This design comes from an exercise in tuning for small area and few clock cycles per item on the open sky130 flow, not from production work.
Only simulation tests tie the RTL to the original design; equivalence was not proved.

`flow/config.mk`:
```
export PLATFORM = sky130hd
export DESIGN_NAME = yuv420_crop_rotate_mirror_address
export DESIGN_NICKNAME = yuv420_crop_rotate_mirror_address
export VERILOG_FILES = /design/flow/design.v
export SDC_FILE = /design/flow/constraint.sdc
export NUM_CORES = 4
export LEC_CHECK = 0
export ABC_AREA = 1
export CAP_MARGIN = 20
export CORE_MARGIN = 2
export CORE_UTILIZATION = 40
export CTS_BUF_LIST = sky130_fd_sc_hd__clkbuf_8
export PLACE_DENSITY = 0.75
export SLEW_MARGIN = 20
```
`flow/constraint.sdc`:
```
create_clock -name core_clock -period 6.0 [get_ports {clk}]
set_input_delay 1.2000 -clock core_clock [delete_from_list [all_inputs] [get_ports {clk}]]
set_output_delay 1.2000 -clock core_clock [all_outputs]
set_load 0.01 [all_outputs]
```
`flow/design.v`:
```
package yuvcrm_pkg;
  localparam int DIM_W    = 13;
  localparam int POS_W    = 12;
  localparam int SAMPLE_W = 8;
  localparam int ADDR_W   = 24;
  localparam int PLANE_W  = 2;
  localparam int CFG_DATA_W = 32;
  localparam int CFG_ADDR_W = 5;
  localparam logic [DIM_W-1:0] RST_INPUT_WIDTH  = DIM_W'(640);
  localparam logic [DIM_W-1:0] RST_INPUT_HEIGHT = DIM_W'(480);
  localparam logic [DIM_W-1:0] RST_CROP_WIDTH   = DIM_W'(480);
  localparam logic [DIM_W-1:0] RST_CROP_HEIGHT  = DIM_W'(480);
endpackage
module yuv420_crop_rotate_mirror_address (
  input  logic                                 clk,
  input  logic                                 rst_n,
  input  logic                                 cfg_psel,
  input  logic                                 cfg_penable,
  input  logic                                 cfg_pwrite,
  input  logic [yuvcrm_pkg::CFG_ADDR_W-1:0]    cfg_paddr,
  input  logic [yuvcrm_pkg::CFG_DATA_W-1:0]    cfg_pwdata,
  output logic [yuvcrm_pkg::CFG_DATA_W-1:0]    cfg_prdata,
  output logic                                 cfg_pready,
  input  logic                                 in_tvalid,
  output logic                                 in_tready,
  input  logic [31:0]                          in_tdata,   
  input  logic [yuvcrm_pkg::PLANE_W-1:0]       in_tuser,   
  output logic                                 out_tvalid,
  input  logic                                 out_tready,
  output logic [31:0]                          out_tdata,  
  output logic [yuvcrm_pkg::PLANE_W-1:0]       out_tuser   
);
  localparam int DIM_W    = yuvcrm_pkg::DIM_W;
  localparam int POS_W    = yuvcrm_pkg::POS_W;
  localparam int SAMPLE_W = yuvcrm_pkg::SAMPLE_W;
  localparam int ADDR_W   = yuvcrm_pkg::ADDR_W;
  logic [1:0]       mode_r;
  logic [DIM_W-1:0] in_w_r, in_h_r, crop_w_r, crop_h_r;
  logic             cfg_wr;
  assign cfg_pready = 1'b1;
  assign cfg_wr     = cfg_psel && cfg_penable && cfg_pwrite;
  logic [4:0]       wen;
  logic [1:0]       wd_m;
  logic [DIM_W-1:0] wd_w, wd_h, wd_cw, wd_ch;
  always_comb begin
    for (int k = 0; k < 5; k++) wen[k] = !rst_n || (cfg_wr && cfg_paddr[4:2] == 3'(k));
    wd_m  = rst_n ? cfg_pwdata[1:0] : 2'd0;
    wd_w  = rst_n ? cfg_pwdata[DIM_W-1:0] : yuvcrm_pkg::RST_INPUT_WIDTH;
    wd_h  = rst_n ? cfg_pwdata[DIM_W-1:0] : yuvcrm_pkg::RST_INPUT_HEIGHT;
    wd_cw = rst_n ? cfg_pwdata[DIM_W-1:0] : yuvcrm_pkg::RST_CROP_WIDTH;
    wd_ch = rst_n ? cfg_pwdata[DIM_W-1:0] : yuvcrm_pkg::RST_CROP_HEIGHT;
  end
  always_ff @(posedge clk) begin
    if (wen[0]) mode_r   <= wd_m;
    if (wen[1]) in_w_r   <= wd_w;
    if (wen[2]) in_h_r   <= wd_h;
    if (wen[3]) crop_w_r <= wd_cw;
    if (wen[4]) crop_h_r <= wd_ch;
  end
  always_comb begin
    case (cfg_paddr[4:2])
      3'd0:    cfg_prdata = 32'(mode_r);
      3'd1:    cfg_prdata = 32'(in_w_r);
      3'd2:    cfg_prdata = 32'(in_h_r);
      3'd3:    cfg_prdata = 32'(crop_w_r);
      3'd4:    cfg_prdata = 32'(crop_h_r);
      default: cfg_prdata = '0;
    endcase
  end
  function automatic logic [7:0] radd7(input logic [6:0] a, input logic [6:0] b, input logic ci);
    logic c;
    c = ci;
    for (int i = 0; i < 7; i++) begin
      radd7[i] = a[i] ^ b[i] ^ c;
      c        = (a[i] & b[i]) | (a[i] & c) | (b[i] & c);
    end
    radd7[7] = c;
  endfunction
  logic             mode_rot, mode_mir;
  logic [DIM_W-1:0] lim_y, lim_z;
  logic [7:0]       w_lo, h_lo, w_hi, h_hi;
  logic             w_c_r, h_c_r;
  logic             cfg_ok_r;
  logic [DIM_W-1:0] lo_r;
  assign mode_mir = (mode_r == 2'd2);
  assign mode_rot = (mode_r == 2'd1);
  assign lim_y    = mode_mir ? crop_w_r : crop_h_r;
  assign lim_z    = mode_mir ? crop_h_r : crop_w_r;
  assign w_lo = radd7(in_w_r[6:0], ~crop_w_r[6:0], 1'b1);
  assign h_lo = radd7(in_h_r[6:0], ~crop_h_r[6:0], 1'b1);
  assign w_hi = radd7({1'b0, in_w_r[DIM_W-1:7]}, {1'b1, ~crop_w_r[DIM_W-1:7]}, w_c_r);
  assign h_hi = radd7({1'b0, in_h_r[DIM_W-1:7]}, {1'b1, ~crop_h_r[DIM_W-1:7]}, h_c_r);
  always_ff @(posedge clk) begin
    w_c_r             <= w_lo[7];
    h_c_r             <= h_lo[7];
    lo_r[6:0]         <= mode_mir ? w_lo[6:0] : h_lo[6:0];
    lo_r[DIM_W-1:7]   <= mode_mir ? w_hi[5:0] : h_hi[5:0];
    cfg_ok_r <= (mode_r != 2'd3) && !w_hi[6] && !h_hi[6] &&
                !(in_w_r[12] && |in_w_r[11:0]) && !(in_h_r[12] && |in_h_r[11:0]);
  end
  logic [POS_W-1:0] in_row, in_col, u, v;
  logic             chroma;
  logic [DIM_W-1:0] lo, yp, lv;
  logic [DIM_W:0]   d_lo, d_hi, d_lv;
  logic             keep;
  logic [POS_W-1:0] mul_a, addend;
  assign in_row = in_tdata[11:0];
  assign in_col = in_tdata[23:12];
  assign chroma = |in_tuser;
  assign u      = mode_mir ? in_col : in_row;
  assign v      = mode_mir ? in_row : in_col;
  assign lo     = chroma ? {1'b0, lo_r[DIM_W-1:1]}  : lo_r;
  assign yp     = chroma ? {1'b0, lim_y[DIM_W-1:1]} : lim_y;
  assign lv     = chroma ? {1'b0, lim_z[DIM_W-1:1]} : lim_z;
  logic [DIM_W+1:0] s_lo, s_hi, s_lv;
  yuvcrm_padd #(.N(DIM_W+1), .KIND(1)) u_sub_lo (
    .a({2'b00, u}), .b(~{1'b0, lo}), .ci(1'b1), .s(s_lo));
  yuvcrm_padd #(.N(DIM_W+1), .KIND(0)) u_sub_hi (
    .a(d_lo), .b(~{1'b0, yp}), .ci(1'b1), .s(s_hi));
  yuvcrm_padd #(.N(DIM_W+1), .KIND(0)) u_sub_lv (
    .a({2'b00, v}), .b(~{1'b0, lv}), .ci(1'b1), .s(s_lv));
  assign d_lo = s_lo[DIM_W:0];
  assign d_hi = s_hi[DIM_W:0];
  assign d_lv = s_lv[DIM_W:0];
  assign keep   = cfg_ok_r && (in_tuser != 2'd3) && !d_lo[DIM_W] && d_hi[DIM_W] && d_lv[DIM_W];
  always_comb begin
    if (mode_mir) begin
      mul_a  = ~d_hi[POS_W-1:0];
      addend = ~d_lv[POS_W-1:0];
    end else if (mode_rot) begin
      mul_a  = v;
      addend = ~d_hi[POS_W-1:0];
    end else begin
      mul_a  = d_lo[POS_W-1:0];
      addend = v;
    end
  end
  logic                v_r;
  logic [1:0]          oplane_r;
  logic [SAMPLE_W-1:0] sample_r;
  logic [POS_W-1:0]    mul_a_r;
  logic [5:0]          sel1, sel2, sel3;
  always_comb begin
    for (int j = 0; j < 6; j++) begin
      sel1[j] = mul_a_r[2*j] & ~mul_a_r[2*j+1];
      sel2[j] = ~mul_a_r[2*j] & mul_a_r[2*j+1];
      sel3[j] = mul_a_r[2*j] & mul_a_r[2*j+1];
    end
  end
  logic [POS_W-1:0]    naddend_r;
  logic                go;
  logic go2, o_v_r;
  assign go2       = !o_v_r || out_tready;
  assign go        = !v_r || go2;
  assign in_tready = go;
  always_ff @(posedge clk) begin
    if (!rst_n) begin
      v_r <= 1'b0;
    end else if (go) begin
      v_r <= in_tvalid && keep;
    end
  end
  always_ff @(posedge clk) begin
    if (go) begin
      oplane_r <= {in_tuser[0], in_tuser[1]};   
      sample_r <= in_tdata[31:24];
      mul_a_r <= mul_a;
      naddend_r <= addend;
    end
  end
  logic [DIM_W-1:0] mb;
  logic [DIM_W:0]   mb3;
  logic [DIM_W-1:0] nxs, xs;
  assign xs = nxs;
  logic [ADDR_W:0]  sum;
  logic             chroma_r;
  logic [DIM_W:0] b1, b2;
  logic [7:0]     mb3_hi;
  logic           mb3_c;
  assign mb = (mode_r == 2'd0) ? crop_w_r : crop_h_r;
  assign b1 = {1'b0, mb};
  assign b2 = {mb, 1'b0};
  assign mb3_hi = radd7(b1[DIM_W:7], b2[DIM_W:7], mb3_c);
  always_ff @(posedge clk) begin
    {mb3_c, mb3[6:0]} <= radd7(b1[6:0], b2[6:0], 1'b0);
    mb3[DIM_W:7]      <= mb3_hi[6:0];
  end
  assign chroma_r = |oplane_r;
  assign nxs      = chroma_r ? {naddend_r, 1'b0} : {1'b0, naddend_r};
  logic pp0_0;
  assign pp0_0 = ((sel1[0] & mb[0]) | (sel3[0] & mb3[0]));
  logic pp0_1;
  assign pp0_1 = ((sel1[0] & mb[1]) | (sel2[0] & mb[0]) | (sel3[0] & mb3[1]));
  logic pp0_2;
  assign pp0_2 = ((sel1[0] & mb[2]) | (sel2[0] & mb[1]) | (sel3[0] & mb3[2]));
  logic pp0_3;
  assign pp0_3 = ((sel1[0] & mb[3]) | (sel2[0] & mb[2]) | (sel3[0] & mb3[3]));
  logic pp0_4;
  assign pp0_4 = ((sel1[0] & mb[4]) | (sel2[0] & mb[3]) | (sel3[0] & mb3[4]));
  logic pp0_5;
  assign pp0_5 = ((sel1[0] & mb[5]) | (sel2[0] & mb[4]) | (sel3[0] & mb3[5]));
  logic pp0_6;
  assign pp0_6 = ((sel1[0] & mb[6]) | (sel2[0] & mb[5]) | (sel3[0] & mb3[6]));
  logic pp0_7;
  assign pp0_7 = ((sel1[0] & mb[7]) | (sel2[0] & mb[6]) | (sel3[0] & mb3[7]));
  logic pp0_8;
  assign pp0_8 = ((sel1[0] & mb[8]) | (sel2[0] & mb[7]) | (sel3[0] & mb3[8]));
  logic pp0_9;
  assign pp0_9 = ((sel1[0] & mb[9]) | (sel2[0] & mb[8]) | (sel3[0] & mb3[9]));
  logic pp0_10;
  assign pp0_10 = ((sel1[0] & mb[10]) | (sel2[0] & mb[9]) | (sel3[0] & mb3[10]));
  logic pp0_11;
  assign pp0_11 = ((sel1[0] & mb[11]) | (sel2[0] & mb[10]) | (sel3[0] & mb3[11]));
  logic pp0_12;
  assign pp0_12 = ((sel1[0] & mb[12]) | (sel2[0] & mb[11]) | (sel3[0] & mb3[12]));
  logic pp0_13;
  assign pp0_13 = ((sel2[0] & mb[12]) | (sel3[0] & mb3[13]));
  logic pp1_0;
  assign pp1_0 = ((sel1[1] & mb[0]) | (sel3[1] & mb3[0]));
  logic pp1_1;
  assign pp1_1 = ((sel1[1] & mb[1]) | (sel2[1] & mb[0]) | (sel3[1] & mb3[1]));
  logic pp1_2;
  assign pp1_2 = ((sel1[1] & mb[2]) | (sel2[1] & mb[1]) | (sel3[1] & mb3[2]));
  logic pp1_3;
  assign pp1_3 = ((sel1[1] & mb[3]) | (sel2[1] & mb[2]) | (sel3[1] & mb3[3]));
  logic pp1_4;
  assign pp1_4 = ((sel1[1] & mb[4]) | (sel2[1] & mb[3]) | (sel3[1] & mb3[4]));
  logic pp1_5;
  assign pp1_5 = ((sel1[1] & mb[5]) | (sel2[1] & mb[4]) | (sel3[1] & mb3[5]));
  logic pp1_6;
  assign pp1_6 = ((sel1[1] & mb[6]) | (sel2[1] & mb[5]) | (sel3[1] & mb3[6]));
  logic pp1_7;
  assign pp1_7 = ((sel1[1] & mb[7]) | (sel2[1] & mb[6]) | (sel3[1] & mb3[7]));
  logic pp1_8;
  assign pp1_8 = ((sel1[1] & mb[8]) | (sel2[1] & mb[7]) | (sel3[1] & mb3[8]));
  logic pp1_9;
  assign pp1_9 = ((sel1[1] & mb[9]) | (sel2[1] & mb[8]) | (sel3[1] & mb3[9]));
  logic pp1_10;
  assign pp1_10 = ((sel1[1] & mb[10]) | (sel2[1] & mb[9]) | (sel3[1] & mb3[10]));
  logic pp1_11;
  assign pp1_11 = ((sel1[1] & mb[11]) | (sel2[1] & mb[10]) | (sel3[1] & mb3[11]));
  logic pp1_12;
  assign pp1_12 = ((sel1[1] & mb[12]) | (sel2[1] & mb[11]) | (sel3[1] & mb3[12]));
  logic pp1_13;
  assign pp1_13 = ((sel2[1] & mb[12]) | (sel3[1] & mb3[13]));
  logic pp2_0;
  assign pp2_0 = ((sel1[2] & mb[0]) | (sel3[2] & mb3[0]));
  logic pp2_1;
  assign pp2_1 = ((sel1[2] & mb[1]) | (sel2[2] & mb[0]) | (sel3[2] & mb3[1]));
  logic pp2_2;
  assign pp2_2 = ((sel1[2] & mb[2]) | (sel2[2] & mb[1]) | (sel3[2] & mb3[2]));
  logic pp2_3;
  assign pp2_3 = ((sel1[2] & mb[3]) | (sel2[2] & mb[2]) | (sel3[2] & mb3[3]));
  logic pp2_4;
  assign pp2_4 = ((sel1[2] & mb[4]) | (sel2[2] & mb[3]) | (sel3[2] & mb3[4]));
  logic pp2_5;
  assign pp2_5 = ((sel1[2] & mb[5]) | (sel2[2] & mb[4]) | (sel3[2] & mb3[5]));
  logic pp2_6;
  assign pp2_6 = ((sel1[2] & mb[6]) | (sel2[2] & mb[5]) | (sel3[2] & mb3[6]));
  logic pp2_7;
  assign pp2_7 = ((sel1[2] & mb[7]) | (sel2[2] & mb[6]) | (sel3[2] & mb3[7]));
  logic pp2_8;
  assign pp2_8 = ((sel1[2] & mb[8]) | (sel2[2] & mb[7]) | (sel3[2] & mb3[8]));
  logic pp2_9;
  assign pp2_9 = ((sel1[2] & mb[9]) | (sel2[2] & mb[8]) | (sel3[2] & mb3[9]));
  logic pp2_10;
  assign pp2_10 = ((sel1[2] & mb[10]) | (sel2[2] & mb[9]) | (sel3[2] & mb3[10]));
  logic pp2_11;
  assign pp2_11 = ((sel1[2] & mb[11]) | (sel2[2] & mb[10]) | (sel3[2] & mb3[11]));
  logic pp2_12;
  assign pp2_12 = ((sel1[2] & mb[12]) | (sel2[2] & mb[11]) | (sel3[2] & mb3[12]));
  logic pp2_13;
  assign pp2_13 = ((sel2[2] & mb[12]) | (sel3[2] & mb3[13]));
  logic pp3_0;
  assign pp3_0 = ((sel1[3] & mb[0]) | (sel3[3] & mb3[0]));
  logic pp3_1;
  assign pp3_1 = ((sel1[3] & mb[1]) | (sel2[3] & mb[0]) | (sel3[3] & mb3[1]));
  logic pp3_2;
  assign pp3_2 = ((sel1[3] & mb[2]) | (sel2[3] & mb[1]) | (sel3[3] & mb3[2]));
  logic pp3_3;
  assign pp3_3 = ((sel1[3] & mb[3]) | (sel2[3] & mb[2]) | (sel3[3] & mb3[3]));
  logic pp3_4;
  assign pp3_4 = ((sel1[3] & mb[4]) | (sel2[3] & mb[3]) | (sel3[3] & mb3[4]));
  logic pp3_5;
  assign pp3_5 = ((sel1[3] & mb[5]) | (sel2[3] & mb[4]) | (sel3[3] & mb3[5]));
  logic pp3_6;
  assign pp3_6 = ((sel1[3] & mb[6]) | (sel2[3] & mb[5]) | (sel3[3] & mb3[6]));
  logic pp3_7;
  assign pp3_7 = ((sel1[3] & mb[7]) | (sel2[3] & mb[6]) | (sel3[3] & mb3[7]));
  logic pp3_8;
  assign pp3_8 = ((sel1[3] & mb[8]) | (sel2[3] & mb[7]) | (sel3[3] & mb3[8]));
  logic pp3_9;
  assign pp3_9 = ((sel1[3] & mb[9]) | (sel2[3] & mb[8]) | (sel3[3] & mb3[9]));
  logic pp3_10;
  assign pp3_10 = ((sel1[3] & mb[10]) | (sel2[3] & mb[9]) | (sel3[3] & mb3[10]));
  logic pp3_11;
  assign pp3_11 = ((sel1[3] & mb[11]) | (sel2[3] & mb[10]) | (sel3[3] & mb3[11]));
  logic pp3_12;
  assign pp3_12 = ((sel1[3] & mb[12]) | (sel2[3] & mb[11]) | (sel3[3] & mb3[12]));
  logic pp3_13;
  assign pp3_13 = ((sel2[3] & mb[12]) | (sel3[3] & mb3[13]));
  logic pp4_0;
  assign pp4_0 = ((sel1[4] & mb[0]) | (sel3[4] & mb3[0]));
  logic pp4_1;
  assign pp4_1 = ((sel1[4] & mb[1]) | (sel2[4] & mb[0]) | (sel3[4] & mb3[1]));
  logic pp4_2;
  assign pp4_2 = ((sel1[4] & mb[2]) | (sel2[4] & mb[1]) | (sel3[4] & mb3[2]));
  logic pp4_3;
  assign pp4_3 = ((sel1[4] & mb[3]) | (sel2[4] & mb[2]) | (sel3[4] & mb3[3]));
  logic pp4_4;
  assign pp4_4 = ((sel1[4] & mb[4]) | (sel2[4] & mb[3]) | (sel3[4] & mb3[4]));
  logic pp4_5;
  assign pp4_5 = ((sel1[4] & mb[5]) | (sel2[4] & mb[4]) | (sel3[4] & mb3[5]));
  logic pp4_6;
  assign pp4_6 = ((sel1[4] & mb[6]) | (sel2[4] & mb[5]) | (sel3[4] & mb3[6]));
  logic pp4_7;
  assign pp4_7 = ((sel1[4] & mb[7]) | (sel2[4] & mb[6]) | (sel3[4] & mb3[7]));
  logic pp4_8;
  assign pp4_8 = ((sel1[4] & mb[8]) | (sel2[4] & mb[7]) | (sel3[4] & mb3[8]));
  logic pp4_9;
  assign pp4_9 = ((sel1[4] & mb[9]) | (sel2[4] & mb[8]) | (sel3[4] & mb3[9]));
  logic pp4_10;
  assign pp4_10 = ((sel1[4] & mb[10]) | (sel2[4] & mb[9]) | (sel3[4] & mb3[10]));
  logic pp4_11;
  assign pp4_11 = ((sel1[4] & mb[11]) | (sel2[4] & mb[10]) | (sel3[4] & mb3[11]));
  logic pp4_12;
  assign pp4_12 = ((sel1[4] & mb[12]) | (sel2[4] & mb[11]) | (sel3[4] & mb3[12]));
  logic pp4_13;
  assign pp4_13 = ((sel2[4] & mb[12]) | (sel3[4] & mb3[13]));
  logic pp5_0;
  assign pp5_0 = ((sel1[5] & mb[0]) | (sel3[5] & mb3[0]));
  logic pp5_1;
  assign pp5_1 = ((sel1[5] & mb[1]) | (sel2[5] & mb[0]) | (sel3[5] & mb3[1]));
  logic pp5_2;
  assign pp5_2 = ((sel1[5] & mb[2]) | (sel2[5] & mb[1]) | (sel3[5] & mb3[2]));
  logic pp5_3;
  assign pp5_3 = ((sel1[5] & mb[3]) | (sel2[5] & mb[2]) | (sel3[5] & mb3[3]));
  logic pp5_4;
  assign pp5_4 = ((sel1[5] & mb[4]) | (sel2[5] & mb[3]) | (sel3[5] & mb3[4]));
  logic pp5_5;
  assign pp5_5 = ((sel1[5] & mb[5]) | (sel2[5] & mb[4]) | (sel3[5] & mb3[5]));
  logic pp5_6;
  assign pp5_6 = ((sel1[5] & mb[6]) | (sel2[5] & mb[5]) | (sel3[5] & mb3[6]));
  logic pp5_7;
  assign pp5_7 = ((sel1[5] & mb[7]) | (sel2[5] & mb[6]) | (sel3[5] & mb3[7]));
  logic pp5_8;
  assign pp5_8 = ((sel1[5] & mb[8]) | (sel2[5] & mb[7]) | (sel3[5] & mb3[8]));
  logic pp5_9;
  assign pp5_9 = ((sel1[5] & mb[9]) | (sel2[5] & mb[8]) | (sel3[5] & mb3[9]));
  logic pp5_10;
  assign pp5_10 = ((sel1[5] & mb[10]) | (sel2[5] & mb[9]) | (sel3[5] & mb3[10]));
  logic pp5_11;
  assign pp5_11 = ((sel1[5] & mb[11]) | (sel2[5] & mb[10]) | (sel3[5] & mb3[11]));
  logic pp5_12;
  assign pp5_12 = ((sel1[5] & mb[12]) | (sel2[5] & mb[11]) | (sel3[5] & mb3[12]));
  logic pp5_13;
  assign pp5_13 = ((sel2[5] & mb[12]) | (sel3[5] & mb3[13]));
  logic fs0;
  logic fc0;
  assign fs0 = xs[2] ^ pp0_2 ^ pp1_0;
  assign fc0 = (xs[2] & pp0_2) | (xs[2] & pp1_0) | (pp0_2 & pp1_0);
  logic fs1;
  logic fc1;
  assign fs1 = xs[3] ^ pp0_3 ^ pp1_1;
  assign fc1 = (xs[3] & pp0_3) | (xs[3] & pp1_1) | (pp0_3 & pp1_1);
  logic fs2;
  logic fc2;
  assign fs2 = xs[4] ^ pp0_4 ^ pp1_2;
  assign fc2 = (xs[4] & pp0_4) | (xs[4] & pp1_2) | (pp0_4 & pp1_2);
  logic fs3;
  logic fc3;
  assign fs3 = pp2_0 ^ fc1 ^ fs2;
  assign fc3 = (pp2_0 & fc1) | (pp2_0 & fs2) | (fc1 & fs2);
  logic fs4;
  logic fc4;
  assign fs4 = xs[5] ^ pp0_5 ^ pp1_3;
  assign fc4 = (xs[5] & pp0_5) | (xs[5] & pp1_3) | (pp0_5 & pp1_3);
  logic fs5;
  logic fc5;
  assign fs5 = pp2_1 ^ fc2 ^ fs4;
  assign fc5 = (pp2_1 & fc2) | (pp2_1 & fs4) | (fc2 & fs4);
  logic fs6;
  logic fc6;
  assign fs6 = xs[6] ^ pp0_6 ^ pp1_4;
  assign fc6 = (xs[6] & pp0_6) | (xs[6] & pp1_4) | (pp0_6 & pp1_4);
  logic fs7;
  logic fc7;
  assign fs7 = pp2_2 ^ pp3_0 ^ fc4;
  assign fc7 = (pp2_2 & pp3_0) | (pp2_2 & fc4) | (pp3_0 & fc4);
  logic fs8;
  logic fc8;
  assign fs8 = fs6 ^ fc5 ^ fs7;
  assign fc8 = (fs6 & fc5) | (fs6 & fs7) | (fc5 & fs7);
  logic fs9;
  logic fc9;
  assign fs9 = xs[7] ^ pp0_7 ^ pp1_5;
  assign fc9 = (xs[7] & pp0_7) | (xs[7] & pp1_5) | (pp0_7 & pp1_5);
  logic fs10;
  logic fc10;
  assign fs10 = pp2_3 ^ pp3_1 ^ fc6;
  assign fc10 = (pp2_3 & pp3_1) | (pp2_3 & fc6) | (pp3_1 & fc6);
  logic fs11;
  logic fc11;
  assign fs11 = fs9 ^ fc7 ^ fs10;
  assign fc11 = (fs9 & fc7) | (fs9 & fs10) | (fc7 & fs10);
  logic fs12;
  logic fc12;
  assign fs12 = xs[8] ^ pp0_8 ^ pp1_6;
  assign fc12 = (xs[8] & pp0_8) | (xs[8] & pp1_6) | (pp0_8 & pp1_6);
  logic fs13;
  logic fc13;
  assign fs13 = pp2_4 ^ pp3_2 ^ pp4_0;
  assign fc13 = (pp2_4 & pp3_2) | (pp2_4 & pp4_0) | (pp3_2 & pp4_0);
  logic fs14;
  logic fc14;
  assign fs14 = fc9 ^ fs12 ^ fs13;
  assign fc14 = (fc9 & fs12) | (fc9 & fs13) | (fs12 & fs13);
  logic fs15;
  logic fc15;
  assign fs15 = fc10 ^ fs14 ^ fc11;
  assign fc15 = (fc10 & fs14) | (fc10 & fc11) | (fs14 & fc11);
  logic fs16;
  logic fc16;
  assign fs16 = xs[9] ^ pp0_9 ^ pp1_7;
  assign fc16 = (xs[9] & pp0_9) | (xs[9] & pp1_7) | (pp0_9 & pp1_7);
  logic fs17;
  logic fc17;
  assign fs17 = pp2_5 ^ pp3_3 ^ pp4_1;
  assign fc17 = (pp2_5 & pp3_3) | (pp2_5 & pp4_1) | (pp3_3 & pp4_1);
  logic fs18;
  logic fc18;
  assign fs18 = fc12 ^ fc13 ^ fs16;
  assign fc18 = (fc12 & fc13) | (fc12 & fs16) | (fc13 & fs16);
  logic fs19;
  logic fc19;
  assign fs19 = fs17 ^ fc14 ^ fs18;
  assign fc19 = (fs17 & fc14) | (fs17 & fs18) | (fc14 & fs18);
  logic fs20;
  logic fc20;
  assign fs20 = xs[10] ^ pp0_10 ^ pp1_8;
  assign fc20 = (xs[10] & pp0_10) | (xs[10] & pp1_8) | (pp0_10 & pp1_8);
  logic fs21;
  logic fc21;
  assign fs21 = pp2_6 ^ pp3_4 ^ pp4_2;
  assign fc21 = (pp2_6 & pp3_4) | (pp2_6 & pp4_2) | (pp3_4 & pp4_2);
  logic fs22;
  logic fc22;
  assign fs22 = pp5_0 ^ fc16 ^ fc17;
  assign fc22 = (pp5_0 & fc16) | (pp5_0 & fc17) | (fc16 & fc17);
  logic fs23;
  logic fc23;
  assign fs23 = fs20 ^ fs21 ^ fc18;
  assign fc23 = (fs20 & fs21) | (fs20 & fc18) | (fs21 & fc18);
  logic fs24;
  logic fc24;
  assign fs24 = fs22 ^ fc19 ^ fs23;
  assign fc24 = (fs22 & fc19) | (fs22 & fs23) | (fc19 & fs23);
  logic fs25;
  logic fc25;
  assign fs25 = xs[11] ^ pp0_11 ^ pp1_9;
  assign fc25 = (xs[11] & pp0_11) | (xs[11] & pp1_9) | (pp0_11 & pp1_9);
  logic fs26;
  logic fc26;
  assign fs26 = pp2_7 ^ pp3_5 ^ pp4_3;
  assign fc26 = (pp2_7 & pp3_5) | (pp2_7 & pp4_3) | (pp3_5 & pp4_3);
  logic fs27;
  logic fc27;
  assign fs27 = pp5_1 ^ fc20 ^ fc21;
  assign fc27 = (pp5_1 & fc20) | (pp5_1 & fc21) | (fc20 & fc21);
  logic fs28;
  logic fc28;
  assign fs28 = fs25 ^ fs26 ^ fc22;
  assign fc28 = (fs25 & fs26) | (fs25 & fc22) | (fs26 & fc22);
  logic fs29;
  logic fc29;
  assign fs29 = fs27 ^ fc23 ^ fs28;
  assign fc29 = (fs27 & fc23) | (fs27 & fs28) | (fc23 & fs28);
  logic fs30;
  logic fc30;
  assign fs30 = xs[12] ^ pp0_12 ^ pp1_10;
  assign fc30 = (xs[12] & pp0_12) | (xs[12] & pp1_10) | (pp0_12 & pp1_10);
  logic fs31;
  logic fc31;
  assign fs31 = pp2_8 ^ pp3_6 ^ pp4_4;
  assign fc31 = (pp2_8 & pp3_6) | (pp2_8 & pp4_4) | (pp3_6 & pp4_4);
  logic fs32;
  logic fc32;
  assign fs32 = pp5_2 ^ fc25 ^ fc26;
  assign fc32 = (pp5_2 & fc25) | (pp5_2 & fc26) | (fc25 & fc26);
  logic fs33;
  logic fc33;
  assign fs33 = fs30 ^ fs31 ^ fc27;
  assign fc33 = (fs30 & fs31) | (fs30 & fc27) | (fs31 & fc27);
  logic fs34;
  logic fc34;
  assign fs34 = fs32 ^ fc28 ^ fs33;
  assign fc34 = (fs32 & fc28) | (fs32 & fs33) | (fc28 & fs33);
  logic fs35;
  logic fc35;
  assign fs35 = pp0_13 ^ pp1_11 ^ pp2_9;
  assign fc35 = (pp0_13 & pp1_11) | (pp0_13 & pp2_9) | (pp1_11 & pp2_9);
  logic fs36;
  logic fc36;
  assign fs36 = pp3_7 ^ pp4_5 ^ pp5_3;
  assign fc36 = (pp3_7 & pp4_5) | (pp3_7 & pp5_3) | (pp4_5 & pp5_3);
  logic fs37;
  logic fc37;
  assign fs37 = fc30 ^ fc31 ^ fs35;
  assign fc37 = (fc30 & fc31) | (fc30 & fs35) | (fc31 & fs35);
  logic fs38;
  logic fc38;
  assign fs38 = fs36 ^ fc32 ^ fs37;
  assign fc38 = (fs36 & fc32) | (fs36 & fs37) | (fc32 & fs37);
  logic fs39;
  logic fc39;
  assign fs39 = fc33 ^ fs38 ^ fc34;
  assign fc39 = (fc33 & fs38) | (fc33 & fc34) | (fs38 & fc34);
  logic fs40;
  logic fc40;
  assign fs40 = pp1_12 ^ pp2_10 ^ pp3_8;
  assign fc40 = (pp1_12 & pp2_10) | (pp1_12 & pp3_8) | (pp2_10 & pp3_8);
  logic fs41;
  logic fc41;
  assign fs41 = pp4_6 ^ pp5_4 ^ fc35;
  assign fc41 = (pp4_6 & pp5_4) | (pp4_6 & fc35) | (pp5_4 & fc35);
  logic fs42;
  logic fc42;
  assign fs42 = fc36 ^ fs40 ^ fc37;
  assign fc42 = (fc36 & fs40) | (fc36 & fc37) | (fs40 & fc37);
  logic fs43;
  logic fc43;
  assign fs43 = fs41 ^ fc38 ^ fs42;
  assign fc43 = (fs41 & fc38) | (fs41 & fs42) | (fc38 & fs42);
  logic fs44;
  logic fc44;
  assign fs44 = pp1_13 ^ pp2_11 ^ pp3_9;
  assign fc44 = (pp1_13 & pp2_11) | (pp1_13 & pp3_9) | (pp2_11 & pp3_9);
  logic fs45;
  logic fc45;
  assign fs45 = pp4_7 ^ pp5_5 ^ fc40;
  assign fc45 = (pp4_7 & pp5_5) | (pp4_7 & fc40) | (pp5_5 & fc40);
  logic fs46;
  logic fc46;
  assign fs46 = fs44 ^ fc41 ^ fs45;
  assign fc46 = (fs44 & fc41) | (fs44 & fs45) | (fc41 & fs45);
  logic fs47;
  logic fc47;
  assign fs47 = fc42 ^ fs46 ^ fc43;
  assign fc47 = (fc42 & fs46) | (fc42 & fc43) | (fs46 & fc43);
  logic fs48;
  logic fc48;
  assign fs48 = pp2_12 ^ pp3_10 ^ pp4_8;
  assign fc48 = (pp2_12 & pp3_10) | (pp2_12 & pp4_8) | (pp3_10 & pp4_8);
  logic fs49;
  logic fc49;
  assign fs49 = pp5_6 ^ fc44 ^ fs48;
  assign fc49 = (pp5_6 & fc44) | (pp5_6 & fs48) | (fc44 & fs48);
  logic fs50;
  logic fc50;
  assign fs50 = fc45 ^ fs49 ^ fc46;
  assign fc50 = (fc45 & fs49) | (fc45 & fc46) | (fs49 & fc46);
  logic fs51;
  logic fc51;
  assign fs51 = pp2_13 ^ pp3_11 ^ pp4_9;
  assign fc51 = (pp2_13 & pp3_11) | (pp2_13 & pp4_9) | (pp3_11 & pp4_9);
  logic fs52;
  logic fc52;
  assign fs52 = pp5_7 ^ fc48 ^ fs51;
  assign fc52 = (pp5_7 & fc48) | (pp5_7 & fs51) | (fc48 & fs51);
  logic fs53;
  logic fc53;
  assign fs53 = fc49 ^ fs52 ^ fc50;
  assign fc53 = (fc49 & fs52) | (fc49 & fc50) | (fs52 & fc50);
  logic fs54;
  logic fc54;
  assign fs54 = pp3_12 ^ pp4_10 ^ pp5_8;
  assign fc54 = (pp3_12 & pp4_10) | (pp3_12 & pp5_8) | (pp4_10 & pp5_8);
  logic fs55;
  logic fc55;
  assign fs55 = fc51 ^ fs54 ^ fc52;
  assign fc55 = (fc51 & fs54) | (fc51 & fc52) | (fs54 & fc52);
  logic fs56;
  logic fc56;
  assign fs56 = pp3_13 ^ pp4_11 ^ pp5_9;
  assign fc56 = (pp3_13 & pp4_11) | (pp3_13 & pp5_9) | (pp4_11 & pp5_9);
  logic fs57;
  logic fc57;
  assign fs57 = fc54 ^ fs56 ^ fc55;
  assign fc57 = (fc54 & fs56) | (fc54 & fc55) | (fs56 & fc55);
  logic fs58;
  logic fc58;
  assign fs58 = pp4_12 ^ pp5_10 ^ fc56;
  assign fc58 = (pp4_12 & pp5_10) | (pp4_12 & fc56) | (pp5_10 & fc56);
  logic fs59;
  logic fc59;
  assign fs59 = pp4_13 ^ pp5_11 ^ fc58;
  assign fc59 = (pp4_13 & pp5_11) | (pp4_13 & fc58) | (pp5_11 & fc58);
  logic [24:0] ra, rb;
  assign ra = {1'b0, pp5_13, pp5_12, fs59, fs58, fs57, fs55, fs53, fs50, fs47, fs43, fs39, fc29, fc24, fs24, fs19, fs15, fc8, fs8, fc3, fs3, fc0, fs0, xs[1], xs[0]};
  assign rb = {1'b0, 1'b0, fc59, 1'b0, fc57, 1'b0, fc53, 1'b0, fc47, 1'b0, fc39, 1'b0, fs34, fs29, 1'b0, fc15, 1'b0, fs11, 1'b0, fs5, 1'b0, fs1, 1'b0, pp0_1, pp0_0};
  logic [24:0] cp, cg;
  assign cp = ra ^ rb;
  assign cg = ra & rb;
  logic pg0;
  assign pg0 = cg[1] | (cp[1] & cg[0]);
  logic pp0x;
  assign pp0x = cp[1] & cp[0];
  logic pg1;
  assign pg1 = cg[3] | (cp[3] & cg[2]);
  logic pp1x;
  assign pp1x = cp[3] & cp[2];
  logic pg2;
  assign pg2 = cg[5] | (cp[5] & cg[4]);
  logic pp2x;
  assign pp2x = cp[5] & cp[4];
  logic pg3;
  assign pg3 = cg[7] | (cp[7] & cg[6]);
  logic pp3x;
  assign pp3x = cp[7] & cp[6];
  logic pg4;
  assign pg4 = cg[9] | (cp[9] & cg[8]);
  logic pp4x;
  assign pp4x = cp[9] & cp[8];
  logic pg5;
  assign pg5 = cg[11] | (cp[11] & cg[10]);
  logic pp5x;
  assign pp5x = cp[11] & cp[10];
  logic pg6;
  assign pg6 = cg[13] | (cp[13] & cg[12]);
  logic pp6x;
  assign pp6x = cp[13] & cp[12];
  logic pg7;
  assign pg7 = cg[15] | (cp[15] & cg[14]);
  logic pp7x;
  assign pp7x = cp[15] & cp[14];
  logic pg8;
  assign pg8 = cg[17] | (cp[17] & cg[16]);
  logic pp8x;
  assign pp8x = cp[17] & cp[16];
  logic pg9;
  assign pg9 = cg[19] | (cp[19] & cg[18]);
  logic pp9x;
  assign pp9x = cp[19] & cp[18];
  logic pg10;
  assign pg10 = cg[21] | (cp[21] & cg[20]);
  logic pp10x;
  assign pp10x = cp[21] & cp[20];
  logic pg11;
  assign pg11 = cg[23] | (cp[23] & cg[22]);
  logic pp11x;
  assign pp11x = cp[23] & cp[22];
  logic pg12;
  assign pg12 = pg1 | (pp1x & pg0);
  logic pp12x;
  assign pp12x = pp1x & pp0x;
  logic pg13;
  assign pg13 = pg3 | (pp3x & pg2);
  logic pp13x;
  assign pp13x = pp3x & pp2x;
  logic pg14;
  assign pg14 = pg5 | (pp5x & pg4);
  logic pp14x;
  assign pp14x = pp5x & pp4x;
  logic pg15;
  assign pg15 = pg7 | (pp7x & pg6);
  logic pp15x;
  assign pp15x = pp7x & pp6x;
  logic pg16;
  assign pg16 = pg9 | (pp9x & pg8);
  logic pp16x;
  assign pp16x = pp9x & pp8x;
  logic pg17;
  assign pg17 = pg11 | (pp11x & pg10);
  logic pp17x;
  assign pp17x = pp11x & pp10x;
  logic pg18;
  assign pg18 = pg13 | (pp13x & pg12);
  logic pp18x;
  assign pp18x = pp13x & pp12x;
  logic pg19;
  assign pg19 = pg15 | (pp15x & pg14);
  logic pp19x;
  assign pp19x = pp15x & pp14x;
  logic pg20;
  assign pg20 = pg17 | (pp17x & pg16);
  logic pp20x;
  assign pp20x = pp17x & pp16x;
  logic pg21;
  assign pg21 = pg19 | (pp19x & pg18);
  logic pp21x;
  assign pp21x = pp19x & pp18x;
  logic pg22;
  assign pg22 = pg20 | (pp20x & pg21);
  logic pp22x;
  assign pp22x = pp20x & pp21x;
  logic pg23;
  assign pg23 = pg14 | (pp14x & pg18);
  logic pp23x;
  assign pp23x = pp14x & pp18x;
  logic pg24;
  assign pg24 = pg16 | (pp16x & pg21);
  logic pp24x;
  assign pp24x = pp16x & pp21x;
  logic pg25;
  assign pg25 = pg2 | (pp2x & pg12);
  logic pp25x;
  assign pp25x = pp2x & pp12x;
  logic pg26;
  assign pg26 = pg4 | (pp4x & pg18);
  logic pp26x;
  assign pp26x = pp4x & pp18x;
  logic pg27;
  assign pg27 = pg6 | (pp6x & pg23);
  logic pp27x;
  assign pp27x = pp6x & pp23x;
  logic pg28;
  assign pg28 = pg8 | (pp8x & pg21);
  logic pp28x;
  assign pp28x = pp8x & pp21x;
  logic pg29;
  assign pg29 = pg10 | (pp10x & pg24);
  logic pp29x;
  assign pp29x = pp10x & pp24x;
  logic pg30;
  assign pg30 = cg[2] | (cp[2] & pg0);
  logic pp30x;
  assign pp30x = cp[2] & pp0x;
  logic pg31;
  assign pg31 = cg[4] | (cp[4] & pg12);
  logic pp31x;
  assign pp31x = cp[4] & pp12x;
  logic pg32;
  assign pg32 = cg[6] | (cp[6] & pg25);
  logic pp32x;
  assign pp32x = cp[6] & pp25x;
  logic pg33;
  assign pg33 = cg[8] | (cp[8] & pg18);
  logic pp33x;
  assign pp33x = cp[8] & pp18x;
  logic pg34;
  assign pg34 = cg[10] | (cp[10] & pg26);
  logic pp34x;
  assign pp34x = cp[10] & pp26x;
  logic pg35;
  assign pg35 = cg[12] | (cp[12] & pg23);
  logic pp35x;
  assign pp35x = cp[12] & pp23x;
  logic pg36;
  assign pg36 = cg[14] | (cp[14] & pg27);
  logic pp36x;
  assign pp36x = cp[14] & pp27x;
  logic pg37;
  assign pg37 = cg[16] | (cp[16] & pg21);
  logic pp37x;
  assign pp37x = cp[16] & pp21x;
  logic pg38;
  assign pg38 = cg[18] | (cp[18] & pg28);
  logic pp38x;
  assign pp38x = cp[18] & pp28x;
  logic pg39;
  assign pg39 = cg[20] | (cp[20] & pg24);
  logic pp39x;
  assign pp39x = cp[20] & pp24x;
  logic pg40;
  assign pg40 = cg[22] | (cp[22] & pg29);
  logic pp40x;
  assign pp40x = cp[22] & pp29x;
  logic pg41;
  assign pg41 = cg[24] | (cp[24] & pg22);
  logic pp41x;
  assign pp41x = cp[24] & pp22x;
  assign sum = {cp[24] ^ pg22, cp[23] ^ pg40, cp[22] ^ pg29, cp[21] ^ pg39, cp[20] ^ pg24, cp[19] ^ pg38, cp[18] ^ pg28, cp[17] ^ pg37, cp[16] ^ pg21, cp[15] ^ pg36, cp[14] ^ pg27, cp[13] ^ pg35, cp[12] ^ pg23, cp[11] ^ pg34, cp[10] ^ pg26, cp[9] ^ pg33, cp[8] ^ pg18, cp[7] ^ pg32, cp[6] ^ pg25, cp[5] ^ pg31, cp[4] ^ pg12, cp[3] ^ pg30, cp[2] ^ pg0, cp[1] ^ cg[0], cp[0]};
  logic [1:0]          o_oplane_r;
  logic [SAMPLE_W-1:0] o_sample_r;
  logic [ADDR_W:0]     o_sum_r;
  always_ff @(posedge clk) begin
    if (!rst_n) begin
      o_v_r <= 1'b0;
    end else if (go2) begin
      o_v_r <= v_r;
    end
  end
  always_ff @(posedge clk) begin
    if (go2) begin
      o_oplane_r <= oplane_r;
      o_sample_r <= sample_r;
      o_sum_r    <= sum;
    end
  end
  assign out_tvalid = o_v_r;
  assign out_tuser  = o_oplane_r;
  assign out_tdata  = {o_sample_r, |o_oplane_r ? o_sum_r[ADDR_W:1] : o_sum_r[ADDR_W-1:0]};
endmodule
module yuvcrm_padd #(parameter int N = 14, parameter int KIND = 1) (
  input  logic [N-1:0] a,
  input  logic [N-1:0] b,
  input  logic         ci,
  output logic [N:0]   s
);
  localparam int L = (N <= 2) ? 1 : (N <= 4) ? 2 : (N <= 8) ? 3 : (N <= 16) ? 4 : 5;
  logic [N-1:0] g [0:2*L+1];
  logic [N-1:0] p [0:2*L+1];
  logic [N-1:0] pb, gb;
  assign pb = a ^ b;
  assign gb = a & b;
  always_comb begin
    g[0] = gb;
    p[0] = pb;
    g[0][0] = gb[0] | (pb[0] & ci);
    for (int l = 0; l < 2*L+1; l++) begin
      g[l+1] = g[l];
      p[l+1] = p[l];
    end
    if (KIND == 0) begin
      for (int l = 0; l < L; l++) begin
        g[l+1] = g[l];
        p[l+1] = p[l];
        for (int i = 0; i < N; i++)
          if ((i >> l) & 1) begin
            g[l+1][i] = g[l][i] | (p[l][i] & g[l][((i >> l) << l) - 1]);
            p[l+1][i] = p[l][i] & p[l][((i >> l) << l) - 1];
          end
      end
      for (int l = L; l < 2*L+1; l++) begin
        g[l+1] = g[l];
        p[l+1] = p[l];
      end
    end else if (KIND == 1) begin
      for (int l = 0; l < L; l++) begin
        g[l+1] = g[l];
        p[l+1] = p[l];
        for (int i = (2 << l) - 1; i < N; i += (2 << l)) begin
          g[l+1][i] = g[l][i] | (p[l][i] & g[l][i - (1 << l)]);
          p[l+1][i] = p[l][i] & p[l][i - (1 << l)];
        end
      end
      for (int l = L - 1; l >= 0; l--) begin
        g[2*L-l] = g[2*L-l-1];
        p[2*L-l] = p[2*L-l-1];
        for (int i = (3 << l) - 1; i < N; i += (2 << l)) begin
          g[2*L-l][i] = g[2*L-l-1][i] | (p[2*L-l-1][i] & g[2*L-l-1][i - (1 << l)]);
          p[2*L-l][i] = p[2*L-l-1][i] & p[2*L-l-1][i - (1 << l)];
        end
      end
      g[2*L+1] = g[2*L];
      p[2*L+1] = p[2*L];
    end else begin
      for (int i = 1; i < N; i++) begin
        g[1][i] = g[1][i] | (p[1][i] & g[1][i-1]);
      end
      for (int l = 1; l < 2*L+1; l++) begin
        g[l+1] = g[l];
        p[l+1] = p[l];
      end
    end
  end
  always_comb begin
    s[0] = pb[0] ^ ci;
    for (int i = 1; i < N; i++) s[i] = pb[i] ^ g[2*L+1][i-1];
    s[N] = g[2*L+1][N-1];
  end
endmodule
```
`flow/flow/run.sh`:
```
#!/bin/bash
# The standard layout (the standard.sh: ORFS synthesis through finish), with three
# changes: synthesis skips the quick ABC pass inside Yosys's synth command (registers are
# untouched by it; the full-adder extraction then sees the adders as written), the
# buffers that placement puts on every input and output port are the platform's smallest
# plain buffer instead of the cell buffer_ports picks by itself, and clock tree synthesis
# adds no dummy loads to balance the tree.
set -euo pipefail
export SYNTH_ARGS="-noabc"
export BUFFER_PORTS_ARGS="-buffer_cell sky130_fd_sc_hd__buf_1"
export CTS_ARGS="-sink_clustering_enable -repair_clock_nets -buf_list sky130_fd_sc_hd__clkbuf_8 -dont_use_dummy_load"
bash standard.sh > standard.log 2>&1
```
`flow/standard.sh`:
```
#!/bin/bash
# synth_recipe.tcl (not shown) runs the flow's synth.tcl, then flattens the netlist and writes it again
# the make line also repeats each setting of config.mk as NAME=value (left out here)
make -C /OpenROAD-flow-scripts/flow DESIGN_CONFIG=/design/flow/config.mk WORK_HOME=/design/flow/orfs CLKGATE_MAP_FILE= SYNTH_SCRIPT=/design/flow/synth_recipe.tcl "${@:-finish}"
```
==> results of run 1 <==
[registers in the layout, summed over array words and instances, names as in the netlist]
signal / flops
cfg_ok_r: 1
crop_h_r: 13
crop_w_r: 13
h_c_r: 1
in_h_r: 13
in_w_r: 13
lo_r: 13
mb3: 14
mb3_c: 1
mode_r: 2
mul_a_r: 12
naddend_r: 12
o_oplane_r: 2
o_sample_r: 8
o_sum_r: 25
o_v_r: 1
oplane_r: 2
sample_r: 8
v_r: 1
w_c_r: 1
[cell usage in the layout, fill, tap and decap left out, types with 31 or more instances in the layout]
cell type  Yosys  final
dfxtp_1       33     33
fa_1         116    116
inv_1        197    197
ha_1          57     57
o221ai_1      80     80
nand2_1      318    318
o21ai_1       31     31
nor2_1        44     42
buf_4         21     49
edfxtp_1     123    123
o21ai_0       68     68
buf_1          1    105
[logic make-up (layout without fill, tap and decap cells)]
| family | count (synthesis) | in the layout | share of synthesized area (%) |
|---|---|---|---|
| other | 2 | 21 | 0.0586 |
| DFF | 156 | 156 | 34.0 |
| buffers and inverters | 293 | 399 | 9.72 |
| adders and majority gates | 173 | 173 | 23.7 |
| and+or+nand+nor | 426 | 426 | 13.5 |
| muxes | 26 | 26 | 2.09 |
| xor gates and xnor gates | 24 | 24 | 1.64 |
| AOI/OAI and AO/OA | 290 | 290 | 15.3 |
[worst max-delay path: stages, from the launching register on]
cell      delay, ns
edfxtp_1       0.38
nor2_2         0.05
buf_4          0.18
inv_2          0.19
nand2_1        0.08
nand2_1        0.25
inv_2          0.06
nand2_1        0.07
o221ai_1       0.16
fa_1           0.50
fa_1           0.41
fa_1           0.53
fa_1           0.45
fa_1           0.45
ha_1           0.32
and3_1         0.17
o21ai_0        0.12
o21ai_0        0.09
inv_1          0.06
nand2_1        0.10
nand2_1        0.08
nand2_1        0.06
nand2_1        0.06
nand2_1        0.06
fa_1           0.37
xor2_1         0.18
[cell type report]
type / count / area [um^2] / area share [%]
antenna: 1 / 2.50 / 0.0179
sequential: 156 / 4350 / 31.1
clock buffer: 17 / 234 / 1.67
multi-input combinational: 959 / 7300 / 52.1
timing repair buffer: 154 / 762 / 5.44
tap: 402 / 503 / 3.59
inverter: 228 / 856 / 6.11
[final timing paths]
kind,to,from,cells after the start,slack [ns]
max reg2reg,o_sum_r[23],mode_r[0],25,0.30
min reg2reg,o_sample_r[0],sample_r[0],0,0.42
min,o_sample_r[0],sample_r[0],0,0.42
max,o_sum_r[23],mode_r[0],25,0.30
[layer usage]
| metal | vias to the layer above | global-route usage, % | wire length (um) |
|---|---|---|---|
| met3 | 61 | 3.67 | 2170 |
| met4 | 0 | 6.24 | 855 |
| met1 | 4864 | 26.5 | 14600 |
| met2 | 418 | 35.1 | 16000 |
| li1 | 4924 | - | - |
| met5 | - | 0 | 0 |
==> impl_metrics.env, run 1 <==
export IMPL_status="timing/DRC/antenna clean"
export IMPL_placed_cells=1899
export IMPL_synth_edf_count=123
export IMPL_netlist_top_cells_area="edfxtp_1, fa_1, nand2_1"
export IMPL_fp_dieArea_um2=33500
export IMPL_finalNonFillerCells=1917
export IMPL_drive_gt1_share_pct=8.98
export IMPL_initial_utilization_pct=40.6
export IMPL_dpl_instance_area_um2=13800
export IMPL_cts_hold_buf=0
export IMPL_post_route_util_pct=44.4
export IMPL_grt_pass1_vias=10000
export IMPL_yosysTopAreaCell="edfxtp_1"
export IMPL_fp_dieH_um=183
export IMPL_path_class="flip-flop to flip-flop"
export IMPL_fillers=3054
export IMPL_synth_top_area_share_pct=28.8
export IMPL_clk_pin_slew_worst_paths_ns=0.08
export IMPL_crit_fanout=14
export IMPL_whs_ns=0.421
export IMPL_cts_buffer_depth=2
export IMPL_required_ns=6.21
export IMPL_hold_viol=0
export IMPL_antenna_found_initial=1
export IMPL_grt_pass1_wl_um=53000
export IMPL_fin_crit_sh_pct=95.0
export IMPL_hp_class="flip-flop to flip-flop"
export IMPL_cp_start_kind="flip-flop"
export IMPL_cts_resized=0
export IMPL_coreArea_um2=31600
export IMPL_ys_ff_latch=156
export IMPL_syn2layout_area_growth_pct=9.31
export IMPL_final_area_um2=14000
export IMPL_num_rows=65
export IMPL_ios=147
export IMPL_finalSetupViolations=0
export IMPL_syn_area_per_cell_um2=9.22
export IMPL_cts_setup_buffers=0
export IMPL_syn_cell_area_um2=12800
export IMPL_drv_slew=0
export IMPL_wl_per_cell_um=17.6
export IMPL_yosys_top_cells_count="nand2_1, inv_1, edfxtp_1, fa_1, o221ai_1"
export IMPL_cts_max_level=4
export IMPL_hpwl_um=27600
export IMPL_yosysMostFrequentCell="nand2_1"
export IMPL_fin_setup_tns_ns=0
export IMPL_io_buffers=105
export IMPL_cp_end_kind="flip-flop"
export IMPL_max_slew_margin_pct=39.4
export IMPL_drtIter0Drc=739
export IMPL_cts_sinks=156
export IMPL_cts_tree="built"
export IMPL_track_usage_pct=20.5
export IMPL_post_route_drc_count=0
export IMPL_cts_buffers=17
export IMPL_drv_cap=0
export IMPL_critPathArrivalTime_ns=5.91
export IMPL_die_w_um=183
export IMPL_finClkSkew_ns=0.0257
export IMPL_seq_area_frac_synth_pct=34.0
export IMPL_routed_wl_um=33700
export IMPL_num_vias=10300
export IMPL_ant_nets=0
export IMPL_fmax_mhz=175
export IMPL_vias_per_cell=5.36
export IMPL_gp_congestion=0.979
export IMPL_grt_max_degree=80
export IMPL_clkLatencyLatePin_ns=0.47
export IMPL_fin_ws_ns=0.301
export IMPL_cts_root_buffer="clkbuf_8"
export IMPL_synth_cells=1390
export IMPL_synth_main_ff_cell="edfxtp_1"
export IMPL_nets=1767
export IMPL_rsz0062_at_grt="no"
export IMPL_period_minus_slack_ns=5.70
export IMPL_place_ws_ns=0.383
export IMPL_async_flop_share_pct=0
export IMPL_yosys_warnings=7
export IMPL_synth_cell_types=46
export IMPL_grt_overflow=0
export IMPL_worst_pin_slew_ns=0.908
export IMPL_drt_pass1_iterations=6
Testbench counts, summed over its fixed seeds: cycles 58,814, items 58,788.
==> run 2: changes to the inputs <==
--- a/flow/config.mk
+++ b/flow/config.mk
@@ -10,5 +10,4 @@
 export CORE_MARGIN = 2
 export CORE_UTILIZATION = 40
 export CTS_BUF_LIST = sky130_fd_sc_hd__clkbuf_8
-export PLACE_DENSITY = 0.75
 export SLEW_MARGIN = 20
==> run 2 against run 1 <==
Clock-buffer cell count did not move. Register-to-register slack improved by 0.06 ns. Hold slack improved by 0.0087 ns. Synthesized cell count unchanged. Setup slack better by 0.058 ns. Fmax grew 1.0%. Via count fell by 1.8%. Sequential share of layout area hardly changed. Cell count fell by 0.31%. Global-route usage grew 1.5 points. Largest cell class unchanged.
==> impl_metrics.env, run 2 <==
export IMPL_clkLatencyLatePin_ns=0.47
export IMPL_fmax_mhz=177
export IMPL_syn2layout_area_growth_pct=9.14
export IMPL_post_route_util_pct=44.3
export IMPL_nets=1762
export IMPL_fillers=3138
export IMPL_synth_xor_area_share_pct=1.64
export IMPL_dpl_instance_area_um2=13700
export IMPL_initial_utilization_pct=40.6
export IMPL_grt_pass1_wl_um=55600
export IMPL_cp_start_kind="flip-flop"
export IMPL_drv_cap=0
export IMPL_synth_edf_count=123
export IMPL_finClkSkew_ns=0.0285
export IMPL_cts_setup_buffers=0
export IMPL_place_ws_ns=0.282
export IMPL_die_w_um=183
export IMPL_final_common_cell="nand2_1"
export IMPL_max_slew_margin_pct=55.0
export IMPL_synth_cells=1390
export IMPL_num_rows=65
export IMPL_yosysTopAreaCell="edfxtp_1"
export IMPL_whs_ns=0.430
export IMPL_top_usage_layer="met2"
export IMPL_io_buffers=105
export IMPL_hold_path_depth=0
export IMPL_synth_top_area_share_pct=28.8
export IMPL_ios=147
export IMPL_grt_use_met3_pct=4.01
export IMPL_drtIter0Drc=767
export IMPL_cts_sinks=156
export IMPL_clk_pin_slew_worst_paths_ns=0.09
export IMPL_ant_nets=0
export IMPL_cts_buffers=17
export IMPL_crit_top_cell="nand2_1"
export IMPL_yosys_warnings=7
export IMPL_placed_cells=1893
export IMPL_fp_dieH_um=183
export IMPL_synthSimpleGateAreaFrac_pct=13.5
export IMPL_finalSetupViolations=0
export IMPL_fin_setup_tns_ns=0
export IMPL_netlist_top_cells_area="edfxtp_1, fa_1, nand2_1"
export IMPL_synth_top_family_by_area="adder cells"
export IMPL_ys_ff_latch=156
export IMPL_fp_dieArea_um2=33500
export IMPL_vias_per_cell=5.28
export IMPL_layout_common_cells="nand2_1, inv_1, edfxtp_1, fa_1, buf_1"
export IMPL_top_register="o_sum_r"
export IMPL_period_minus_slack_ns=5.64
export IMPL_final_area_um2=14000
export IMPL_critPathArrivalTime_ns=5.85
export IMPL_crit_slowest_cell="fa_1"
export IMPL_cp_end_kind="flip-flop"
export IMPL_path_class="flip-flop to flip-flop"
export IMPL_worst_pin_slew_ns=0.673
export IMPL_largestRegisters="o_sum_r: 25 flops, mb3: 14 flops"
export IMPL_antenna_found_initial=0
export IMPL_syn_cell_area_um2=12800
export IMPL_cts_root_buffer="clkbuf_8"
export IMPL_synthAdderAreaFrac_pct=23.7
export IMPL_drv_slew=0
export IMPL_path_delay_family="adder cells"
export IMPL_synth_mux_area_share_pct=2.09
export IMPL_gp_congestion=0.924
export IMPL_hp_class="flip-flop to flip-flop"
export IMPL_wl_per_cell_um=18.7
export IMPL_cts_max_level=4
export IMPL_grt_max_degree=66
export IMPL_grtUsageMet1_pct=29.4
export IMPL_coreArea_um2=31600
export IMPL_fin_crit_sh_pct=94.0
export IMPL_reg2regPathDepth=25
export IMPL_fin_ws_ns=0.359
export IMPL_post_route_drc_count=0
export IMPL_num_vias=10100
export IMPL_synth_cell_types=46
export IMPL_synth_main_ff_cell="edfxtp_1"
export IMPL_diodes=0
export IMPL_drive_gt1_share_pct=8.81
export IMPL_path_depth=25
export IMPL_hpwl_um=29300
export IMPL_track_usage_pct=22.0
export IMPL_syn_area_per_cell_um2=9.22
export IMPL_rsz0062_at_grt="no"
export IMPL_largest_reg_flops=25
export IMPL_synth_compound_area_share_pct=15.3
export IMPL_finalNonFillerCells=1911
export IMPL_yosysMostFrequentCell="nand2_1"
export IMPL_seq_area_frac_synth_pct=34.0
export IMPL_hold_viol=0
export IMPL_grt_overflow=0
export IMPL_global_route_usage_met2_pct=35.9
export IMPL_cp_buffers_inverters=4
export IMPL_drt_pass1_iterations=5
export IMPL_cts_buffer_depth=2
export IMPL_async_flop_share_pct=0
export IMPL_cts_tree="built"
export IMPL_status="timing/DRC/antenna clean"
export IMPL_crit_fanout=14
export IMPL_cts_hold_buf=0
export IMPL_critical_path_max_stage_delay_ns=0.50
export IMPL_routed_wl_um=35800
export IMPL_required_ns=6.21
export IMPL_yosys_top_cells_count="nand2_1, inv_1, edfxtp_1, fa_1, o221ai_1"
export IMPL_grt_pass1_vias=9926
run 2: cell counts after synthesis:
No cell type changed its count.
run 2: kinds of logic after synthesis:
family / after synthesis
AOI/OAI and AO/OA: 290
xor gates and xnor gates: 24
adders and majority gates: 173
buffers and inverters: 293
DFF: 156
muxes: 26
other: 2
and+or+nand+nor: 426
run 2: final timing paths:
check | from | end | slack, ns
worst min register to register | sample_r[2] | o_sample_r[2] | 0.43
worst min-delay path | sample_r[2] | o_sample_r[2] | 0.43
worst max register to register | mode_r[0] | o_sum_r[23] | 0.36
worst max-delay path | mode_r[0] | o_sum_r[23] | 0.36
run 2: cell type report:
cell class	count	area [um^2]	share of cell area (%)
clock buffers	17	234	1.67
multi-input cells	959	7300	52.2
inverters	228	856	6.12
well taps	402	503	3.60
flip-flops and latches	156	4350	31.1
repair buffers	149	737	5.27
run 2: timing repair:
| action | 4_1_cts | 5_1_grt |
|---|---|---|
| gates resized for setup | 0 | 2 |
| setup endpoints to repair | 0 | 2 |
| endpoints found under the hold margin | 0 | 0 |
run 2: layer usage:
layer,wire length [um],up-vias
met3,2090,56
met2,16500,354
met4,1150,0
met5,0,-
met1,16100,4783
li1,-,4894
==> run 3: changes to the inputs <==
--- a/flow/config.mk
+++ b/flow/config.mk
@@ -8,6 +8,6 @@
 export ABC_AREA = 1
 export CAP_MARGIN = 20
 export CORE_MARGIN = 2
-export CORE_UTILIZATION = 40
+export CORE_UTILIZATION = 60
 export CTS_BUF_LIST = sky130_fd_sc_hd__clkbuf_8
 export SLEW_MARGIN = 20
==> run 3 against run 2 <==
Still clean. Register-to-register slack worse by 0.07 ns. Wire length down 3.5%. Area after synthesis unchanged. Fmax down 1.2%. First-iteration DRC count up 17%. Hold slack worse by 0.0055 ns. Cell count down 6.0%. Sequential share of layout area up 0.16 points. Final area down 0.51%. Largest cell class unchanged.
==> impl_metrics.env, run 3 <==
export IMPL_status="timing/DRC/antenna clean"
export IMPL_drt_met1_wl_um=13600
export IMPL_dr_wl_met3_um=2030
export IMPL_ys_ff_latch=156
export IMPL_worst_pin_slew_ns=0.947
export IMPL_grt_max_degree=43
export IMPL_track_usage_pct=31.4
export IMPL_rsz0062_at_grt="no"
export IMPL_hold_viol=0
export IMPL_async_flop_share_pct=0
export IMPL_worstReg2RegEnd="o_sum_r[23]"
export IMPL_num_vias=10400
export IMPL_top_register="o_sum_r"
export IMPL_path_class="flip-flop to flip-flop"
export IMPL_crit_fanout=14
export IMPL_yosysMostFrequentCell="nand2_1"
export IMPL_drtIter0Drc=894
export IMPL_cts_root_buffer="clkbuf_8"
export IMPL_clk_pin_slew_worst_paths_ns=0.10
export IMPL_fillers=1791
export IMPL_synth_cell_types=46
export IMPL_cts_buffer_depth=2
export IMPL_cts_buffers=17
export IMPL_synth_cells=1390
export IMPL_cts_hold_buf=0
export IMPL_grt_overflow=0
export IMPL_reg2regPathDepth=25
export IMPL_yosysTopAreaCell="edfxtp_1"
export IMPL_num_rows=53
export IMPL_synth_main_ff_cell="edfxtp_1"
export IMPL_fp_dieArea_um2=22500
export IMPL_syn2layout_area_growth_pct=8.58
export IMPL_top_layer="met4"
export IMPL_hold_path_depth=0
export IMPL_hp_class="flip-flop to flip-flop"
export IMPL_synth_edf_count=123
export IMPL_hold_path_end="o_sample_r[5]"
export IMPL_drv_slew=0
export IMPL_largest_reg_flops=25
export IMPL_cts_sinks=156
export IMPL_cts_setup_buffers=0
export IMPL_netlist_top_cells_area="edfxtp_1, fa_1, nand2_1"
export IMPL_cp_end_kind="flip-flop"
export IMPL_regArea_um2=4350
export IMPL_vias_per_cell=5.79
export IMPL_post_route_drc_count=0
export IMPL_reg2reg_slack_ns=0.29
export IMPL_required_ns=6.20
export IMPL_fmax_mhz=175
export IMPL_critPathArrivalTime_ns=5.91
export IMPL_r2r_start="mode_r[0]"
export IMPL_dr_wl_met2_um=17200
export IMPL_crit_start="mode_r[0]"
export IMPL_yosys_top_cells_count="nand2_1, inv_1, edfxtp_1, fa_1, o221ai_1"
export IMPL_hold_start="sample_r[5]"
export IMPL_drv_cap=0
export IMPL_gp_congestion=1.00
export IMPL_syn_area_per_cell_um2=9.22
export IMPL_finClkSkew_ns=0.0391
export IMPL_finalSetupViolations=0
export IMPL_syn_cell_area_um2=12800
export IMPL_antenna_found_initial=0
export IMPL_fin_setup_tns_ns=0
export IMPL_cp_start_kind="flip-flop"
export IMPL_grt_pass1_wl_um=53300
export IMPL_cts_tree="built"
export IMPL_coreArea_um2=21000
export IMPL_die_w_um=150
export IMPL_yosys_warnings=7
export IMPL_synth_top_area_share_pct=28.8
export IMPL_hpwl_um=27900
export IMPL_wl_per_cell_um=19.2
export IMPL_period_minus_slack_ns=5.71
export IMPL_diodes=0
export IMPL_grt_pass1_vias=10100
export IMPL_io_buffers=105
export IMPL_fp_dieH_um=150
export IMPL_drt_pass1_iterations=6
export IMPL_clkLatencyLatePin_ns=0.46
export IMPL_fin_crit_sh_pct=95.1
export IMPL_ios=147
export IMPL_drive_gt1_share_pct=9.53
export IMPL_routed_wl_um=34500
export IMPL_seq_area_frac_synth_pct=34.0
export IMPL_ant_nets=0
export IMPL_nets=1774
export IMPL_multi_input_comb_area_um2=7310
export IMPL_initial_utilization_pct=61.0
export IMPL_max_slew_margin_pct=36.8
export IMPL_final_common_cell="nand2_1"
export IMPL_cts_max_level=4
export IMPL_layout_common_cells="nand2_1, inv_1, edfxtp_1, fa_1, buf_1"
export IMPL_largestRegisters="o_sum_r: 25 flops, mb3: 14 flops"
## run 3: cell counts after synthesis
Identical to the previous run, type by type.
## run 3: worst max-delay path by stage
stage,endpoint,slack [ns],cells past startpoint
floorplan,o_sum_r[23],0.63,24
global placement,o_sum_r[23],0.35,26
detailed placement,o_sum_r[23],0.31,26
CTS,o_sum_r[23],0.27,26
global route,o_sum_r[23],0.002,25
finish,o_sum_r[23],0.29,25
## run 3: metal layers
layer / vias to the layer above / track usage (%)
li1: 4935 / -
met1: 4899 / 37.6
met2: 486 / 55.8
met3: 82 / 4.27
met4: 0 / 15.5
met5: - / 0
## run 3: area by class of cell
type                            count  share of cell area (%)
Inverter                          228                    6.15
Clock buffer                       17                    1.68
Tap cell                          275                    2.47
Multi-Input combinational cell    959                    52.6
Timing Repair Buffer              161                    5.85
Sequential cell                   156                    31.3
## run 3: repair_timing
item                                    4_1_cts  5_1_grt
endpoints found under the setup margin        0        1
endpoints found under the hold margin         0        0
gates resized for setup                       0        4
## run 3: worst max-delay path, stage by stage (launching register included)
cell and delay (ns):
edfxtp_1 0.39, nor2_2 0.05, buf_4 0.18, inv_2 0.14
buf_4 0.15, nand2_1 0.06, nand2_2 0.11, buf_4 0.18
o221ai_1 0.16, fa_1 0.48, fa_1 0.43, fa_1 0.52
fa_1 0.41, fa_1 0.44, ha_1 0.33, and3_1 0.19
o21ai_0 0.13, o21ai_0 0.10, inv_1 0.06, nand2_1 0.11
nand2_1 0.08, nand2_1 0.08, nand2_1 0.07, nand2_1 0.06
fa_1 0.37, xor2_1 0.17
## run 3: cells by family after synthesis
family                     after synthesis  synth area share [%]
AOI/OAI and AO/OA                      290                  15.3
xor gates and xnor gates                24                  1.64
adders and majority gates              173                  23.7
buffers and inverters                  293                  9.72
DFF                                    156                  34.0
muxes                                   26                  2.09
other                                    2                0.0586
and+or+nand+nor                        426                  13.5
## run 3: metrics by stage
| stage | setup WS (ns) | area, um^2 | util [%] | hold slack, ns | std cells |
|---|---|---|---|---|---|
| 2_1_floorplan | 0.631 | 12900 | - | 0.400 | 1408 |
| 3_3_place_gp | 0.352 | 13700 | 65.0 | 0.400 | 1779 |
| 3_5_place_dp | 0.314 | 13700 | 65.0 | 0.405 | 1779 |
| 4_1_cts | 0.269 | 13900 | 66.1 | 0.427 | 1796 |
| 5_1_grt | 0.00193 | 13900 | 66.2 | 0.444 | 1796 |
| 6_report | 0.292 | 13900 | 66.2 | 0.424 | 1796 |

==> re-timing with driven ports <==
The results above use ideal ports. As a check the final layouts listed here were re-extracted and re-timed, cells and wires unchanged.
Step 1: set_driving_cell puts a clkbuf_16 on clk and a buf_2 on each other input, an assumption about the parent block.
Step 2, shift: input delay + t, output delay - t, t = (earliest + latest rising clock arrival at the registers) / 2. This alone moves slack from input paths to output paths.
Slacks: ideal / step 1 / step 2; pairs: ideal / step 1.
run | t (ns) | setup slack, ns | hold WS [ns]
run 1 | 0.503 | 0.301 / 0.301 / 0.301 | 0.421 / 0.421 / 0.421
run 2 | 0.495 | 0.359 / 0.359 / 0.359 | 0.430 / 0.430 / 0.430
run 3 | 0.491 | 0.292 / 0.292 / 0.292 | 0.424 / 0.424 / 0.424
After both steps every run listed still meets setup and hold.
